Source: an optimization exercise on an open RTL-to-GDS flow (aim: small area). Production flows keep margins and buffers that such runs may drop.
Only simulation tests tie the RTL to the original design; equivalence was not proved.
Power is estimated from default activity; no workload was simulated.

Setup of run 1:
## dataMemory
module dataMemory
#(
    parameter int AddrWidth = 5
)
(
    input  logic                 clk,
    input  logic                 rst,
    input  logic                 cyc,
    input  logic                 stb,
    input  logic                 we,
    input  logic [AddrWidth-1:0] adr,
    input  logic                 byteAccess,
    input  dataMemPkg::wordT     datIn,
    output dataMemPkg::wordT     datOut,
    output logic                 ack
);
For scale: roughly 76 I/O pins, ~12000 um2 of cells after synthesis.
==> flow/config.mk <==
export PLATFORM = sky130hd
export DESIGN_NAME = dataMemory
export DESIGN_NICKNAME = dataMemory
export VERILOG_FILES = /design/flow/design.v
export SDC_FILE = /design/flow/constraint.sdc
export NUM_CORES = 4
export LEC_CHECK = 0
export CAP_MARGIN = 20
export CORE_MARGIN = 2
export CORE_UTILIZATION = 60
export GPL_TIMING_DRIVEN = 0
export PLACE_DENSITY = 0.72
export SLEW_MARGIN = 20
export SYNTH_HIERARCHICAL = 1
==> flow/constraint.sdc <==
create_clock -name core_clock -period 8.0 [get_ports {clk}]
set_input_delay 1.6000 -clock core_clock [delete_from_list [all_inputs] [get_ports {clk}]]
set_output_delay 1.6000 -clock core_clock [all_outputs]
set_load 0.01 [all_outputs]
standard.sh (not shown) runs the stock make flow with config.mk's settings and CLKGATE_MAP_FILE= SYNTH_SCRIPT=/design/flow/synth_recipe.tcl, a recipe that flattens the netlist after the stock synthesis.
==> flow/flow/run.sh <==
#!/bin/bash
# Standard layout with: synthesis buffers removed and cells set to their smallest drive
# after floorplan (repair_design re-buffers and resizes where needed), the smallest port
# buffers, and a coarser clock tree without dummy loads.
set -euo pipefail
here=$(pwd)
export POST_FLOORPLAN_TCL="$here/flow/post_floorplan.tcl"
export BUFFER_PORTS_ARGS="-buffer_cell sky130_fd_sc_hd__buf_1"
export CTS_ARGS="-sink_clustering_enable -repair_clock_nets -dont_use_dummy_load -sink_clustering_size 18 -sink_clustering_max_diameter 300 -buf_list sky130_fd_sc_hd__clkbuf_8"
bash standard.sh > standard.log 2>&1
==> flow/flow/post_floorplan.tcl <==
# Remove the buffers synthesis inserted and take every combinational cell down to its
# smallest drive strength; placement's repair_design adds back what slew and load need.
remove_buffers
set n 0
foreach inst [get_cells *] {
  set m [get_property $inst ref_name]
  if {[regexp {^(sky130_fd_sc_hd__[a-z0-9]+)_([0-9]+)$} $m -> base drive]} {
    if {$drive == 1 || [string match "*df*" $base] || [string match "*conb*" $base]} { continue }
    foreach d {1 0} {
      set cand [get_lib_cells -quiet */${base}_$d]
      if {[llength $cand] > 0} {
        replace_cell $inst [lindex $cand 0]
        incr n
        break
      }
    }
  }
}
puts "post_floorplan: resized $n cells to their smallest drive"
[inputs] run 2 vs run 1
--- a/flow/flow/run.sh
+++ b/flow/flow/run.sh
@@ -8,3 +8,3 @@
 export BUFFER_PORTS_ARGS="-buffer_cell sky130_fd_sc_hd__buf_1"
-export CTS_ARGS="-sink_clustering_enable -repair_clock_nets -dont_use_dummy_load -sink_clustering_size 18 -sink_clustering_max_diameter 300 -buf_list sky130_fd_sc_hd__clkbuf_8"
+export CTS_ARGS="-sink_clustering_enable -repair_clock_nets -dont_use_dummy_load -sink_clustering_size 9 -sink_clustering_max_diameter 300 -buf_list sky130_fd_sc_hd__clkbuf_4"
 bash standard.sh > standard.log 2>&1
--- a/flow/config.mk
+++ b/flow/config.mk
@@ -7,8 +7,8 @@
 export LEC_CHECK = 0
-export CAP_MARGIN = 20
+export CAP_MARGIN = 0
 export CORE_MARGIN = 2
-export CORE_UTILIZATION = 60
+export CORE_UTILIZATION = 50
 export GPL_TIMING_DRIVEN = 0
-export PLACE_DENSITY = 0.72
-export SLEW_MARGIN = 20
+export PLACE_DENSITY = 0.65
+export SLEW_MARGIN = 0
 export SYNTH_HIERARCHICAL = 1
==> run summary <==
From run 1 to run 2 the numbers moved as follows: number of antenna violations at the first check in global routing down 3; minimum hold slack down 4.3 ps; peak ir drop on the vdd network down 16%; final weighted congestion in routability-driven placement down about 0.9%.
In run 2 relative to run 1, number of global-route vias before repair had gone up slightly.
Run 2 vs run 1, global-route usage went down by 4.8 points.
When run 2 is set beside run 1, its total design power turns out to be 0.0000089 W larger.
As far as setup slack is concerned, run 2 and run 1 perform about the same.
Side by side, signed area change from the synthesized netlist to the final layout turned out higher in run 2 than in run 1.
Going from run 1 to run 2, the share of cell area taken by flip-flops and latches was found to have gone down by 0.33 points.
Max-slew violation total from the final report came out exactly the same in run 2 and run 1.
## Diff of input files: run 3 against run 2
--- a/flow/config.mk
+++ b/flow/config.mk
@@ -7,3 +7,3 @@
 export LEC_CHECK = 0
-export CAP_MARGIN = 0
+export CAP_MARGIN = 20
 export CORE_MARGIN = 2
@@ -12,3 +12,3 @@
 export PLACE_DENSITY = 0.65
-export SLEW_MARGIN = 0
+export SLEW_MARGIN = 20
 export SYNTH_HIERARCHICAL = 1
Results
The final reports for run 3 and run 2 show required time of the worst setup path higher in the former.
On final cell area excluding filler cells, run 2 tracks run 3 almost exactly.
Any difference in switching power total between run 2 and run 3 is small enough to ignore.
Combinational share of power across run 3 and run 2: no real change.
Run 3 gives more worst relative slew slack than run 2 did.
From run 2 to run 3 the numbers moved as follows: combinational power has remained practically unchanged; register-to-register slack has decreased; wire length of the first global-routing pass has remained practically unchanged; final routed wirelength across all metal layers has decreased; time the final worst path needs with I/O delays and setup has decreased.
Worst slack on hold paths in run 3 is 3.4 ps lower than in run 2
[inputs] run 4 vs run 3
--- a/flow/flow/run.sh
+++ b/flow/flow/run.sh
@@ -8,3 +8,3 @@
 export BUFFER_PORTS_ARGS="-buffer_cell sky130_fd_sc_hd__buf_1"
-export CTS_ARGS="-sink_clustering_enable -repair_clock_nets -dont_use_dummy_load -sink_clustering_size 9 -sink_clustering_max_diameter 300 -buf_list sky130_fd_sc_hd__clkbuf_4"
+export CTS_ARGS="-sink_clustering_enable -repair_clock_nets -dont_use_dummy_load -sink_clustering_size 16 -sink_clustering_max_diameter 300 -buf_list sky130_fd_sc_hd__clkbuf_8"
 bash standard.sh > standard.log 2>&1
[summary]
Status: clock slew at the register clock pins of the worst setup and hold paths parity (run 3, run 4). Compared with run 3, in run 4 worst slack on hold paths now sits at about the same level, cell-internal power increased 1.6%.

* * *

Another version of the RTL of dataMemory (not shown whole).
Size in the first run: about 1200 cells after synthesis, about 290 flip-flops, roughly 76 I/O pins.
==> flow/config.mk <==
export PLATFORM = sky130hd
export DESIGN_NAME = dataMemory
export DESIGN_NICKNAME = dataMemory
export VERILOG_FILES = /design/flow/design.v
export SDC_FILE = /design/flow/constraint.sdc
export NUM_CORES = 4
export LEC_CHECK = 0
export CAP_MARGIN = 20
export CORE_MARGIN = 2
export CORE_UTILIZATION = 60
export PLACE_DENSITY = 0.75
export SLEW_MARGIN = 20
export SYNTH_HIERARCHICAL = 1
==> flow/constraint.sdc <==
create_clock -name core_clock -period 8.0 [get_ports {clk}]
set_input_delay 1.6000 -clock core_clock [delete_from_list [all_inputs] [get_ports {clk}]]
set_output_delay 1.6000 -clock core_clock [all_outputs]
set_load 0.01 [all_outputs]
==> flow/flow/run.sh <==
#!/bin/bash
# Standard layout with the smallest port buffers and a coarser clock tree without dummy loads.
set -euo pipefail
export BUFFER_PORTS_ARGS="-buffer_cell sky130_fd_sc_hd__buf_1"
export CTS_ARGS="-sink_clustering_enable -repair_clock_nets -dont_use_dummy_load -sink_clustering_size 25 -sink_clustering_max_diameter 300 -buf_list sky130_fd_sc_hd__clkbuf_16"
bash standard.sh > standard.log 2>&1
The starting point finished clean.
Then changed:
- CORE_UTILIZATION: 60 -> 35
- PLACE_DENSITY: 0.75 -> 0.55
- sequential share of layout area drops by 0.82 points
- via count goes down slightly
- die area rises by well over a third
- cell count climbs by roughly a tenth
- combinational power climbs by a few percent
- fmax is lower by a few percent
- hold slack is better by 0.0070 ns
- critical path depth does not change
- cell area went up slightly
Then changed:
==> flow/flow/run.sh (replaced) <==
#!/bin/bash
# Standard layout with smaller port buffers and area recovery on paths with slack.
set -euo pipefail
export BUFFER_PORTS_ARGS="-buffer_cell sky130_fd_sc_hd__buf_1"
export RECOVER_POWER=100
bash standard.sh > standard.log 2>&1
This time the run reached the layout checks and failed them: capacitance limit, slew limit.
Die area stays the same.
Design area came out higher by about 5.4%.
Routed wire length grows by 0.87%.
Synthesized cell count does not change.
First-iteration DRC count rises by 1.7%.
Area after synthesis stays the same.
Then changed:
- CTS_BUF_LIST: unset -> sky130_fd_sc_hd__clkbuf_4
Outcome: The new run ran to the end with violations: capacitance limit, slew limit. Cell count is higher by 4.4%. Total power is lower by 7.2%. Routed wire length is higher by 0.97%.

* * *

Another version of the RTL of dataMemory (not shown whole).
For scale: roughly 290 flip-flops, ~76 I/O pins.
==> flow/config.mk <==
export PLATFORM = sky130hd
export DESIGN_NAME = dataMemory
export DESIGN_NICKNAME = dataMemory
export VERILOG_FILES = /design/flow/design.v
export SDC_FILE = /design/flow/constraint.sdc
export NUM_CORES = 4
export LEC_CHECK = 0
export CAP_MARGIN = 20
export CORE_MARGIN = 2
export CORE_UTILIZATION = 60
export PLACE_DENSITY = 0.75
export SLEW_MARGIN = 20
export SYNTH_HIERARCHICAL = 1
==> flow/constraint.sdc <==
create_clock -name core_clock -period 8.0 [get_ports {clk}]
set_input_delay 1.6000 -clock core_clock [delete_from_list [all_inputs] [get_ports {clk}]]
set_output_delay 1.6000 -clock core_clock [all_outputs]
set_load 0.01 [all_outputs]
==> flow/flow/run.sh <==
#!/bin/bash
# Standard layout with the smallest port buffers and a coarser clock tree without dummy loads.
set -euo pipefail
export BUFFER_PORTS_ARGS="-buffer_cell sky130_fd_sc_hd__buf_1"
export CTS_ARGS="-sink_clustering_enable -repair_clock_nets -dont_use_dummy_load -sink_clustering_size 25 -sink_clustering_max_diameter 300 -buf_list sky130_fd_sc_hd__clkbuf_16"
bash standard.sh > standard.log 2>&1
Change:
==> flow/flow/run.sh (replaced) <==
#!/bin/bash
# Standard layout with: synthesis buffers removed and cells set to their smallest drive
# after floorplan (repair_design re-buffers and resizes where needed), the smallest port
# buffers, and a coarser clock tree without dummy loads.
set -euo pipefail
here=$(pwd)
export POST_FLOORPLAN_TCL="$here/flow/post_floorplan.tcl"
export BUFFER_PORTS_ARGS="-buffer_cell sky130_fd_sc_hd__buf_1"
export CTS_ARGS="-sink_clustering_enable -repair_clock_nets -dont_use_dummy_load -sink_clustering_size 16 -sink_clustering_max_diameter 300 -buf_list sky130_fd_sc_hd__clkbuf_8"
bash standard.sh > standard.log 2>&1
==> flow/flow/post_floorplan.tcl (new file) <==
# Remove the buffers synthesis inserted and take every combinational cell down to its
# smallest drive strength; placement's repair_design adds back what slew and load need.
remove_buffers
set n 0
foreach inst [get_cells *] {
  set m [get_property $inst ref_name]
  if {[regexp {^(sky130_fd_sc_hd__[a-z0-9]+)_([0-9]+)$} $m -> base drive]} {
    if {$drive == 1 || [string match "*df*" $base] || [string match "*conb*" $base]} { continue }
    foreach d {1 0} {
      set cand [get_lib_cells -quiet */${base}_$d]
      if {[llength $cand] > 0} {
        replace_cell $inst [lindex $cand 0]
        incr n
        break
      }
    }
  }
}
puts "post_floorplan: resized $n cells to their smallest drive"
--- a/flow/config.mk
+++ b/flow/config.mk
@@ -10,2 +10,3 @@
-export CORE_UTILIZATION = 60
-export PLACE_DENSITY = 0.75
+export CORE_UTILIZATION = 50
+export GPL_TIMING_DRIVEN = 0
+export PLACE_DENSITY = 0.65
The changed run finished clean. Design area goes down slightly. Total power goes down by a few percent. Utilization fell by 11 points. Global-route usage decreases by 4.8 points. Setup slack loses 66 ps. Critical path depth decreases by 1. Routed wire length rises slightly. Clock power came out lower by roughly a tenth.
Change:
==> flow/flow/run.sh (replaced) <==
#!/bin/bash
# Standard layout with the smallest port buffers and a coarser clock tree without dummy loads.
set -euo pipefail
export BUFFER_PORTS_ARGS="-buffer_cell sky130_fd_sc_hd__buf_1"
export CTS_ARGS="-sink_clustering_enable -repair_clock_nets -dont_use_dummy_load -sink_clustering_size 16 -sink_clustering_max_diameter 300 -buf_list sky130_fd_sc_hd__clkbuf_8"
bash standard.sh > standard.log 2>&1
--- a/flow/config.mk
+++ b/flow/config.mk
@@ -8 +8 @@
-export CAP_MARGIN = 20
+export CAP_MARGIN = 0
@@ -11 +10,0 @@
-export GPL_TIMING_DRIVEN = 0
@@ -13 +12 @@
-export SLEW_MARGIN = 20
+export SLEW_MARGIN = 0
removed: flow/flow/post_floorplan.tcl
Effect: Non-clock buffer count increases by 19. Final cell count grows slightly. Flip-flop and latch count is unchanged. Setup slack got worse by 52 ps. Fmax decreases slightly. Clock skew fell by 9.2 ps. Synthesized cell count stays the same.

[re-timing with driven ports]
The results above use ideal ports. As a check the final layouts listed here were re-extracted and re-timed, cells and wires unchanged.
Step 1, drivers: a clkbuf_16 drives clk and a buf_2 each remaining input, both assumed.
Step 2, shift: input delay + t, output delay - t, t = (earliest + latest rising clock arrival at the registers) / 2. This alone moves slack from input paths to output paths.
a / b / c = no drivers / after step 1 / after step 2; a / b = the first two.
run	shift t [ns]	setup WS [ns]	clock arrival spread, ns	pins driven straight from the clock port
run 1	0.585	3.701 / 3.717 / 3.132	0.081 / 0.080	1
run 2	0.672	3.698 / 3.713 / 3.041	0.099 / 0.099	1
run 3	0.663	3.798 / 3.811 / 3.148	0.074 / 0.074	1
run 4	0.564	3.677 / 3.694 / 3.131	0.068 / 0.069	1
the first run of note 2	0.529	3.392 / 3.419 / 2.890	0.071 / 0.072	1
the second run of note 2	0.544	3.287 / 3.318 / 2.774	0.040 / 0.040	1
the third run of note 2	0.605	2.412 / 2.448 / 1.844	0.009 / 0.009	1
the fourth run of note 2	0.723	2.519 / 2.550 / 1.827	0.047 / 0.046	1
the first run of note 3	0.526	3.522 / 3.546 / 3.020	0.037 / 0.038	1
the second run of note 3	0.564	3.456 / 3.466 / 2.902	0.075 / 0.076	1
the third run of note 3	0.589	3.405 / 3.429 / 2.840	0.071 / 0.072	1
For the fourth run of note 2, which loses most, drivers alone change the setup slack by +0.031 ns; drivers and shift together by -0.692 ns.
